Context: an optimization exercise on an open-source flow, tuned for small area, a short achievable clock period and few clock cycles per item. The choices shown serve that exercise and are no tape-out recipe.
In this exercise RTL edits were held to simulation tests only and were not proved equivalent to the original.

==> yarrow <==
==> flow/design.v <==
package lpl_pkg;
   localparam int SAMPLE_W   = 16;
   localparam int GAIN_W     = 17;
   localparam int COEFF_W    = 16;
   localparam int CSR_IDX_W  = 3;
   localparam int CSR_DATA_W = 17;
   localparam logic [GAIN_W-1:0] GAIN_UNITY      = 17'd65536;
   localparam logic [GAIN_W-1:0] GAIN_NEAR_UNITY = 17'd65471;
   localparam logic [CSR_IDX_W-1:0] CSR_ENABLE    = 3'd0;
   localparam logic [CSR_IDX_W-1:0] CSR_THRESHOLD = 3'd1;
   localparam logic [CSR_IDX_W-1:0] CSR_ATTACK    = 3'd2;
   localparam logic [CSR_IDX_W-1:0] CSR_RELEASE   = 3'd3;
   localparam logic                  RST_ENABLE    = 1'b1;
   localparam logic [GAIN_W-1:0]     RST_THRESHOLD = 17'd65536;
   localparam logic [COEFF_W-1:0]    RST_ATTACK    = 16'd58982;
   localparam logic [COEFF_W-1:0]    RST_RELEASE   = 16'd65529;
endpackage
module lpl_ram #(
   parameter int WIDTH = 16,
   parameter int DEPTH = 64
) (
   input  logic             clock,
   input  logic             wr_en,
   input  logic [WIDTH-1:0] wr_data,
   output logic [WIDTH-1:0] rd_data
);
   logic [DEPTH-1:0][WIDTH-1:0] ring_ff;
   always_ff @(posedge clock) begin
      ring_ff <= {(wr_en ? wr_data : ring_ff[0]), ring_ff[DEPTH-1:1]};
   end
   assign rd_data = ring_ff[0];
endmodule
module lookahead_peak_limiter #(
   parameter int LOOKAHEAD_DEPTH = 64,
   parameter logic [15:0] DIV_CUT = 16'b1001_0010_0100_1001
) (
   input  logic                                  clock,
   input  logic                                  reset,
   input  logic                                  req_valid,
   output logic                                  req_ready,
   input  logic [lpl_pkg::SAMPLE_W:0]            req_data,
   output logic                                  rsp_valid,
   input  logic                                  rsp_ready,
   output logic [lpl_pkg::SAMPLE_W:0]            rsp_data,
   input  logic                                  csr_valid,
   output logic                                  csr_ready,
   input  logic [lpl_pkg::CSR_IDX_W-1:0]         csr_index,
   input  logic [lpl_pkg::CSR_DATA_W-1:0]        csr_wdata
);
   localparam int PTR_W = $clog2(LOOKAHEAD_DEPTH);
   localparam int SIDE_W = 21;    
   logic                                enable_ff;
   logic [lpl_pkg::GAIN_W-1:0]          thr_ff;
   logic [lpl_pkg::COEFF_W-1:0]         attack_ff;
   logic [lpl_pkg::COEFF_W-1:0]         release_ff;
   logic [lpl_pkg::GAIN_W-1:0]          gain_ff;
   logic                                seen_ff;
   logic [PTR_W:0]                      fill_ff;     
   logic [PTR_W-1:0]                    phase_ff;    
   logic                                sc_valid_ff, sc_bypass_ff, sc_active_ff;
   logic signed [lpl_pkg::SAMPLE_W-1:0] sc_old_ff;
   logic                                rsp_valid_ff;
   logic [lpl_pkg::SAMPLE_W:0]          rsp_data_ff;
   logic                                adv;
   logic                                csr_write;
   assign csr_ready = 1'b1;
   assign csr_write = csr_valid;
   assign rsp_valid = rsp_valid_ff;
   assign rsp_data  = rsp_data_ff;
   assign req_ready = adv;
   logic [16:0][15:0]       rem;
   logic [16:0][15:0]       quo;
   logic [16:0][SIDE_W-1:0] side;
   logic [15:0][14:0]       rem_out;
   logic [15:0] x_in, x_mag;
   assign x_in  = req_data[16:1];
   assign x_mag = x_in[15] ? 16'(-x_in) : x_in;
   assign rem[0]  = thr_ff[15:0];
   assign quo[0]  = '0;
   assign side[0] = {req_valid, !enable_ff, req_data[0], x_in[15],
                     ({x_mag, 1'b0} > thr_ff), x_mag};
   for (genvar j = 0; j < 16; j++) begin : g_div
      logic [15:0] mag_j;
      logic        ge_j;
      logic [15:0] diff_j;
      assign mag_j   = side[j][15:0];
      assign ge_j    = (rem[j] >= mag_j);
      assign diff_j  = rem[j] - mag_j;
      assign rem_out[j] = ge_j ? diff_j[14:0] : rem[j][14:0];
      if (DIV_CUT[j]) begin : g_cut
         logic [14:0]       rem_ff;
         logic [15:0]       quo_ff;
         logic [SIDE_W-1:0] side_ff;
         always_ff @(posedge clock) begin
            if (adv) begin
               rem_ff  <= rem_out[j];
               quo_ff  <= (j == 15 && !side[j][16]) ? '0 : {quo[j][14:0], ge_j};
               side_ff <= side[j];
            end
            if (reset) begin
               side_ff[SIDE_W-1] <= 1'b0;
            end else if (adv) begin
               side_ff[SIDE_W-1] <= side[j][SIDE_W-1];
            end
         end
         assign rem[j+1]  = {rem_ff, 1'b0};
         assign quo[j+1]  = quo_ff;
         assign side[j+1] = side_ff;
      end else begin : g_comb
         assign rem[j+1]  = {rem_out[j], 1'b0};
         assign quo[j+1]  = {quo[j][14:0], ge_j};
         assign side[j+1] = side[j];
      end
   end
   logic                         pre_valid, pre_bypass, pre_active;
   logic [lpl_pkg::GAIN_W-1:0]   pre_target;
   logic [SIDE_W-1:0]            sm_side_ff;
   logic [lpl_pkg::GAIN_W-1:0]   sm_target_ff;
   logic signed [lpl_pkg::GAIN_W:0] sm_gap_ff;
   logic                         sm_falling_ff;
   logic [8:0]                   sm_one_ff, sm_two_ff, sm_neg_ff;
   logic                         sm_valid, sm_bypass, sm_last, sm_sign, sm_limited, sm_active;
   logic [15:0]                  sm_mag;
   logic [lpl_pkg::GAIN_W-1:0]   glide, gain_new;
   logic                         near_unity, snap;
   logic [15:0]                  sm_x;
   logic                         ring_ok, ring_wr;
   logic [15:0]                  ring_rd;
   logic                         filled;
   assign {pre_valid, pre_bypass} = side[16][SIDE_W-1:SIDE_W-2];
   assign pre_active = pre_valid && !pre_bypass;
   assign pre_target = {!side[16][16], quo[16]};
   assign {sm_valid, sm_bypass, sm_last, sm_sign, sm_limited, sm_mag} = sm_side_ff;
   assign sm_active = sm_valid && !sm_bypass;
   assign sm_x = sm_sign ? 16'(-sm_mag) : sm_mag;
   function automatic logic [26:0] booth_ctl(input logic [15:0] c);
      logic [18:0] cx;
      logic [8:0]  one, two, neg;
      logic        b0, b1, b2;
      cx = {2'b00, c, 1'b0};
      for (int i = 0; i < 9; i++) begin
         b2 = cx[2*i+2];
         b1 = cx[2*i+1];
         b0 = cx[2*i];
         one[i] = b1 ^ b0;
         two[i] = (b2 & !b1 & !b0) | (!b2 & b1 & b0);
         neg[i] = b2 & !(b1 & b0);
      end
      booth_ctl = {one, two, neg};
   endfunction
   function automatic logic [67:0] csa(input logic [33:0] x, input logic [33:0] y,
                                       input logic [33:0] z);
      csa = {x ^ y ^ z, ((x & y) | (x & z) | (y & z)) << 1};
   endfunction
   localparam logic [33:0] GAP_SIGN_FIX = 34'(-(
      (36'd1 << 18) + (36'd1 << 20) + (36'd1 << 22) + (36'd1 << 24) + (36'd1 << 26) +
      (36'd1 << 28) + (36'd1 << 30) + (36'd1 << 32) + (36'd1 << 34)));
   logic [18:0]      gap_x;
   logic [8:0][33:0] gap_row;
   logic [33:0]      gap_extra, gap_base;
   logic [33:0]      sum_s, sum_c;
   assign gap_x = {sm_gap_ff[lpl_pkg::GAIN_W], sm_gap_ff};
   for (genvar i = 0; i < 9; i++) begin : g_gap_pp
      logic [18:0] sel, row;
      assign sel = sm_one_ff[i] ? gap_x : (sm_two_ff[i] ? {gap_x[17:0], 1'b0} : '0);
      assign row = sel ^ {19{sm_neg_ff[i]}};
      assign gap_row[i] = 34'({!row[18], row[17:0]}) << (2*i);
   end
   always_comb begin
      gap_extra = GAP_SIGN_FIX;
      for (int i = 0; i < 9; i++) begin
         gap_extra[2*i] = sm_neg_ff[i];
      end
   end
   assign gap_base = 34'({sm_target_ff, {16{!sm_falling_ff}}});
   logic [67:0] l1a, l1b, l1c, l2a, l2b, l3a, l3b, l4a, l5a;
   assign l1a = csa(gap_row[0], gap_row[1], gap_row[2]);
   assign l1b = csa(gap_row[3], gap_row[4], gap_row[5]);
   assign l1c = csa(gap_row[6], gap_row[7], gap_row[8]);
   assign l2a = csa(l1a[67:34], l1a[33:0], l1b[67:34]);
   assign l2b = csa(l1b[33:0], l1c[67:34], l1c[33:0]);
   assign l3a = csa(l2a[67:34], l2a[33:0], l2b[67:34]);
   assign l3b = csa(l2b[33:0], gap_base, gap_extra);
   assign l4a = csa(l3a[67:34], l3a[33:0], l3b[67:34]);
   assign l5a = csa(l4a[67:34], l4a[33:0], l3b[33:0]);
   assign sum_s = l5a[67:34];
   assign sum_c = l5a[33:0];
   logic [33:0] sum_v, next_v, next_m1, near_v;
   assign sum_v      = sum_s + sum_c;
   assign glide      = sum_v[32:16];
   assign near_v     = sum_s + sum_c - {1'b0, lpl_pkg::GAIN_NEAR_UNITY, 16'b0};
   assign near_unity = !near_v[33];
   assign snap       = !sm_falling_ff && near_unity;
   assign gain_new   = snap ? lpl_pkg::GAIN_UNITY : glide;
   logic signed [lpl_pkg::GAIN_W:0] gap_loop, gap_snap, gap_idle, gap_next;
   logic                            fall_loop, fall_snap, fall_idle, fall_next;
   assign next_v    = sum_s + sum_c - {1'b0, pre_target, 16'b0};
   assign next_m1   = sum_s + sum_c + {~{1'b0, pre_target}, 16'b0};
   assign gap_loop  = next_v[33:16];
   assign fall_loop = !next_m1[33];
   assign gap_snap  = $signed({2'b01, 16'b0}) - $signed({1'b0, pre_target});
   assign fall_snap = !pre_target[16];
   assign gap_idle  = $signed({1'b0, gain_ff}) - $signed({1'b0, pre_target});
   assign fall_idle = (pre_target < gain_ff);
   assign gap_next  = !sm_active ? gap_idle : (snap ? gap_snap : gap_loop);
   assign fall_next = !sm_active ? fall_idle : (snap ? fall_snap : fall_loop);
   logic [26:0] ctl_attack, ctl_release, ctl_next;
   assign ctl_attack  = booth_ctl(attack_ff);
   assign ctl_release = booth_ctl(release_ff);
   assign ctl_next    = fall_next ? ctl_attack : ctl_release;
   always_ff @(posedge clock) begin
      if (adv) begin
         sm_target_ff  <= pre_target;
         sm_side_ff[SIDE_W-2:0] <= side[16][SIDE_W-2:0];
         sm_gap_ff     <= gap_next;
         sm_falling_ff <= fall_next;
         {sm_one_ff, sm_two_ff, sm_neg_ff} <= ctl_next;
      end
      if (reset) begin
         sm_side_ff[SIDE_W-1] <= 1'b0;
      end else if (adv) begin
         sm_side_ff[SIDE_W-1] <= pre_valid;
      end
   end
   assign filled  = fill_ff[PTR_W];
   assign ring_ok = (fill_ff == '0) || (phase_ff == '0);
   assign ring_wr = adv && sm_valid && !sm_bypass;
   assign adv = (!rsp_valid_ff || rsp_ready) && !(sm_valid && !sm_bypass && !ring_ok);
   lpl_ram #(
      .WIDTH (lpl_pkg::SAMPLE_W),
      .DEPTH (LOOKAHEAD_DEPTH)
   ) u_delay (
      .clock   (clock),
      .wr_en   (ring_wr),
      .wr_data (sm_x),
      .rd_data (ring_rd)
   );
   always_ff @(posedge clock) begin
      if (reset) begin
         enable_ff  <= lpl_pkg::RST_ENABLE;
         thr_ff     <= lpl_pkg::RST_THRESHOLD;
         attack_ff  <= lpl_pkg::RST_ATTACK;
         release_ff <= lpl_pkg::RST_RELEASE;
         gain_ff    <= lpl_pkg::GAIN_UNITY;
         seen_ff    <= 1'b0;
         fill_ff    <= '0;
      end else begin
         if (ring_wr) begin
            gain_ff <= gain_new;
            seen_ff <= sm_last ? 1'b0 : (seen_ff || sm_limited);
            if (!filled) begin
               fill_ff <= fill_ff + 1'b1;
            end
         end
         if (csr_write) begin
            case (csr_index)
               lpl_pkg::CSR_ENABLE: begin
                  enable_ff <= csr_wdata[0];
                  if (!csr_wdata[0]) begin
                     gain_ff <= lpl_pkg::GAIN_UNITY;
                     seen_ff <= 1'b0;
                     fill_ff <= '0;
                  end
               end
               lpl_pkg::CSR_THRESHOLD: thr_ff     <= csr_wdata;
               lpl_pkg::CSR_ATTACK:    attack_ff  <= csr_wdata[lpl_pkg::COEFF_W-1:0];
               lpl_pkg::CSR_RELEASE:   release_ff <= csr_wdata[lpl_pkg::COEFF_W-1:0];
               default: begin
               end
            endcase
         end
      end
   end
   always_ff @(posedge clock) begin
      phase_ff <= ring_wr ? '0 : phase_ff + 1'b1;
   end
   always_ff @(posedge clock) begin
      if (adv) begin
         sc_bypass_ff <= sm_bypass;
         sc_old_ff    <= sm_bypass ? sm_x : (filled ? ring_rd : '0);
         sc_active_ff <= !sm_bypass && sm_last &&
                         (seen_ff || sm_limited || !near_unity);
      end
      if (reset) begin
         sc_valid_ff <= 1'b0;
      end else if (adv) begin
         sc_valid_ff <= sm_valid;
      end
   end
   localparam logic [31:0] SCALE_SIGN_FIX = 32'(-(
      (34'd1 << 17) + (34'd1 << 19) + (34'd1 << 21) + (34'd1 << 23) +
      (34'd1 << 25) + (34'd1 << 27) + (34'd1 << 29) + (34'd1 << 31)));
   logic [17:0]      gain_x;
   logic [7:0][17:0] scale_row;
   logic [7:0]       scale_neg;
   logic [31:0]      scale_prod;
   assign gain_x = {2'b00, gain_ff[15:0]};
   for (genvar i = 0; i < 8; i++) begin : g_scale_pp
      logic b0, b1, b2, one, two;
      logic [17:0] sel;
      assign b2 = sc_old_ff[2*i+1];
      assign b1 = sc_old_ff[2*i];
      if (i == 0) begin : g_first
         assign b0 = 1'b0;
      end else begin : g_next
         assign b0 = sc_old_ff[2*i-1];
      end
      assign one          = b1 ^ b0;
      assign two          = (b2 & !b1 & !b0) | (!b2 & b1 & b0);
      assign scale_neg[i] = b2 & !(b1 & b0);
      assign sel          = one ? gain_x : (two ? {gain_x[16:0], 1'b0} : '0);
      assign scale_row[i] = sel ^ {18{scale_neg[i]}};
   end
   always_comb begin
      scale_prod = SCALE_SIGN_FIX;
      for (int i = 0; i < 8; i++) begin
         scale_prod = scale_prod + (32'({!scale_row[i][17], scale_row[i][16:0]}) << (2*i)) +
                      (32'(scale_neg[i]) << (2*i));
      end
   end
   always_ff @(posedge clock) begin
      if (adv) begin
         rsp_data_ff[16:1] <= (sc_bypass_ff || gain_ff[16]) ? sc_old_ff : scale_prod[31:16];
         rsp_data_ff[0]    <= sc_active_ff;
      end
      if (reset) begin
         rsp_valid_ff <= 1'b0;
      end else if (adv) begin
         rsp_valid_ff <= sc_valid_ff;
      end else if (rsp_ready) begin
         rsp_valid_ff <= 1'b0;
      end
   end
endmodule
==> flow/run.sh <==
#!/bin/bash
# synth_recipe.tcl (not shown) runs the flow's synth.tcl, then flattens the netlist and writes it again
# the make line also repeats each setting of config.mk as NAME=value (left out here)
make -C /OpenROAD-flow-scripts/flow DESIGN_CONFIG=/design/flow/config.mk WORK_HOME=/design/flow/orfs CLKGATE_MAP_FILE= SYNTH_SCRIPT=/design/flow/synth_recipe.tcl finish
==> flow/config.mk <==
export PLATFORM = sky130hd
export DESIGN_NAME = lookahead_peak_limiter
export DESIGN_NICKNAME = lookahead_peak_limiter
export VERILOG_FILES = /design/flow/design.v
export SDC_FILE = /design/flow/constraint.sdc
export NUM_CORES = 4
export LEC_CHECK = 0
export ABC_AREA = 1
export CAP_MARGIN = 20
export CORE_MARGIN = 2
export CORE_UTILIZATION = 40
export SETUP_SLACK_MARGIN = 1.0
export SLEW_MARGIN = 20
==> flow/constraint.sdc <==
create_clock -name core_clock -period 8.0 [get_ports {clock}]
set_input_delay 1.6000 -clock core_clock [delete_from_list [all_inputs] [get_ports {clock}]]
set_output_delay 1.6000 -clock core_clock [all_outputs]
set_load 0.01 [all_outputs]
==> inputs of violet, as changes to yarrow <==
--- a/flow/design.v
+++ b/flow/design.v
@@ -34,3 +34,3 @@
    parameter int LOOKAHEAD_DEPTH = 64,
-   parameter logic [15:0] DIV_CUT = 16'b1001_0010_0100_1001
+   parameter logic [15:0] DIV_CUT = 16'b0010_0100_1001_0010
 ) (
@@ -131,3 +131,3 @@
    assign pre_active = pre_valid && !pre_bypass;
-   assign pre_target = {!side[16][16], quo[16]};
+   assign pre_target = side[16][16] ? {1'b0, quo[16]} : lpl_pkg::GAIN_UNITY;
    assign {sm_valid, sm_bypass, sm_last, sm_sign, sm_limited, sm_mag} = sm_side_ff;
@@ -187,6 +187,13 @@
    assign sum_c = l5a[33:0];
+   localparam logic [33:0] NEAR_NEG = 34'(-(36'(lpl_pkg::GAIN_NEAR_UNITY) << 16));
    logic [33:0] sum_v, next_v, next_m1, near_v;
+   logic [33:0] t_inv;
+   logic [67:0] next_cs, m1_cs, near_cs;
+   assign t_inv   = {~{1'b0, pre_target}, 16'b0};
+   assign next_cs = csa(sum_s, sum_c, t_inv | 34'hFFFF);
+   assign m1_cs   = csa(sum_s, sum_c, t_inv);
+   assign near_cs = csa(sum_s, sum_c, NEAR_NEG);
    assign sum_v      = sum_s + sum_c;
    assign glide      = sum_v[32:16];
-   assign near_v     = sum_s + sum_c - {1'b0, lpl_pkg::GAIN_NEAR_UNITY, 16'b0};
+   assign near_v     = near_cs[67:34] + near_cs[33:0];
    assign near_unity = !near_v[33];
@@ -196,4 +203,4 @@
    logic                            fall_loop, fall_snap, fall_idle, fall_next;
-   assign next_v    = sum_s + sum_c - {1'b0, pre_target, 16'b0};
-   assign next_m1   = sum_s + sum_c + {~{1'b0, pre_target}, 16'b0};
+   assign next_v    = next_cs[67:34] + {next_cs[33:1], 1'b1};
+   assign next_m1   = m1_cs[67:34] + m1_cs[33:0];
    assign gap_loop  = next_v[33:16];
Settings changed: CTS_CLUSTER_DIAMETER set to 100, CTS_CLUSTER_SIZE set to 20, SETUP_SLACK_MARGIN 1.0 to not set.
==> inputs of willow, as changes to yarrow <==
--- a/flow/design.v
+++ b/flow/design.v
@@ -187,9 +187,9 @@
    assign sum_c = l5a[33:0];
-   logic [33:0] sum_v, next_v, next_m1, near_v;
+   logic [33:0] sum_v;
    assign sum_v      = sum_s + sum_c;
    assign glide      = sum_v[32:16];
-   assign near_v     = sum_s + sum_c - {1'b0, lpl_pkg::GAIN_NEAR_UNITY, 16'b0};
-   assign near_unity = !near_v[33];
+   assign near_unity = (glide >= lpl_pkg::GAIN_NEAR_UNITY);
    assign snap       = !sm_falling_ff && near_unity;
    assign gain_new   = snap ? lpl_pkg::GAIN_UNITY : glide;
+   logic [33:0]                     next_v;
    logic signed [lpl_pkg::GAIN_W:0] gap_loop, gap_snap, gap_idle, gap_next;
@@ -197,5 +197,4 @@
    assign next_v    = sum_s + sum_c - {1'b0, pre_target, 16'b0};
-   assign next_m1   = sum_s + sum_c + {~{1'b0, pre_target}, 16'b0};
    assign gap_loop  = next_v[33:16];
-   assign fall_loop = !next_m1[33];
+   assign fall_loop = !gap_loop[lpl_pkg::GAIN_W] && (gap_loop != '0);
    assign gap_snap  = $signed({2'b01, 16'b0}) - $signed({1'b0, pre_target});
Settings changed: SETUP_SLACK_MARGIN 1.0 to not set.
==> impl_results.md <==
* Met2 wire len at 78380 um
* Mux contribution to synthesized area at 0.08254%
* DRT iter0 DRCs at 3752
* Detailed placer's ending HPWL at 129800 um
* Status: finished clean
* Synth Area in Compound Gates at 11.73%
* GRT Total Usage at 19.15%
* Antenna violations before repair at 9
* Die area at 0.1739 mm2
(the above is from willow)
==> impl_results.md <==
* Status: complete, but fails checks
* Mux contribution to synthesized area at 0.2617%
* Detailed placer's ending HPWL at 117800 um
* Final setup margin at -0.04373 ns
* Synth Warn # at 2
* Final setup fails at 11
* Die area at 0.1706 mm2
* GRT Total Usage at 18.96%
* Violated checks: negative setup slack
* DRT iter0 DRCs at 3066
(the above is from yarrow)
==> impl_results.md <==
* Status: finished clean
* Synth Area in Compound Gates at 11.06%
* Mux contribution to synthesized area at 0.03177%
* Met2 wire len at 77290 um
* Die width at 425.0 um
* GRT Total Usage at 18.60%
* Clock buffers at 109
* DRT iter0 DRCs at 3926
* Antenna violations before repair at 0
* Detailed placer's ending HPWL at 129800 um
* Clk buf depth at 3
* Die area at 0.1806 mm2
* Num CTS Buffers at 88
* M1 WL at 76860 um
(the above is from violet)
Testbench counts of yarrow, summed over its fixed seeds: cycles 12,072, items 12,000.
Testbench counts of violet, summed over its fixed seeds: cycles 12,064, items 12,000.
Testbench counts of willow, summed over its fixed seeds: cycles 12,072, items 12,000.

## static timing again, ports no longer ideal
No port has a modelled driver above. Below, the same layouts with a new extraction and two added sets of constraints.
Step 1 assumes that a clkbuf_16 drives the clock port and a buf_2 every other input.
Step 2 adds t to the input delays and takes it off the output delays; t is the mean of the earliest and latest rising clock arrival at the registers after step 1. Input paths then give back, and output paths get back, about the clock's delay inside the block.
Slacks: ideal ports / drivers / drivers and shift; pairs: ideal ports / drivers.
| run | t, ns | setup slack, ns | clock arrival spread, ns |
|---|---|---|---|
| yarrow | 0.863 | -0.044 / -0.044 / -0.044 | 0.072 / 0.072 |
| violet | 0.808 | 0.458 / 0.458 / 0.320 | 0.074 / 0.074 |
| willow | 0.863 | 0.134 / 0.134 / 0.134 | 0.050 / 0.050 |
The setup slack of violet, which loses most, moves by 0.000 ns with the drivers and by -0.138 ns with both steps.
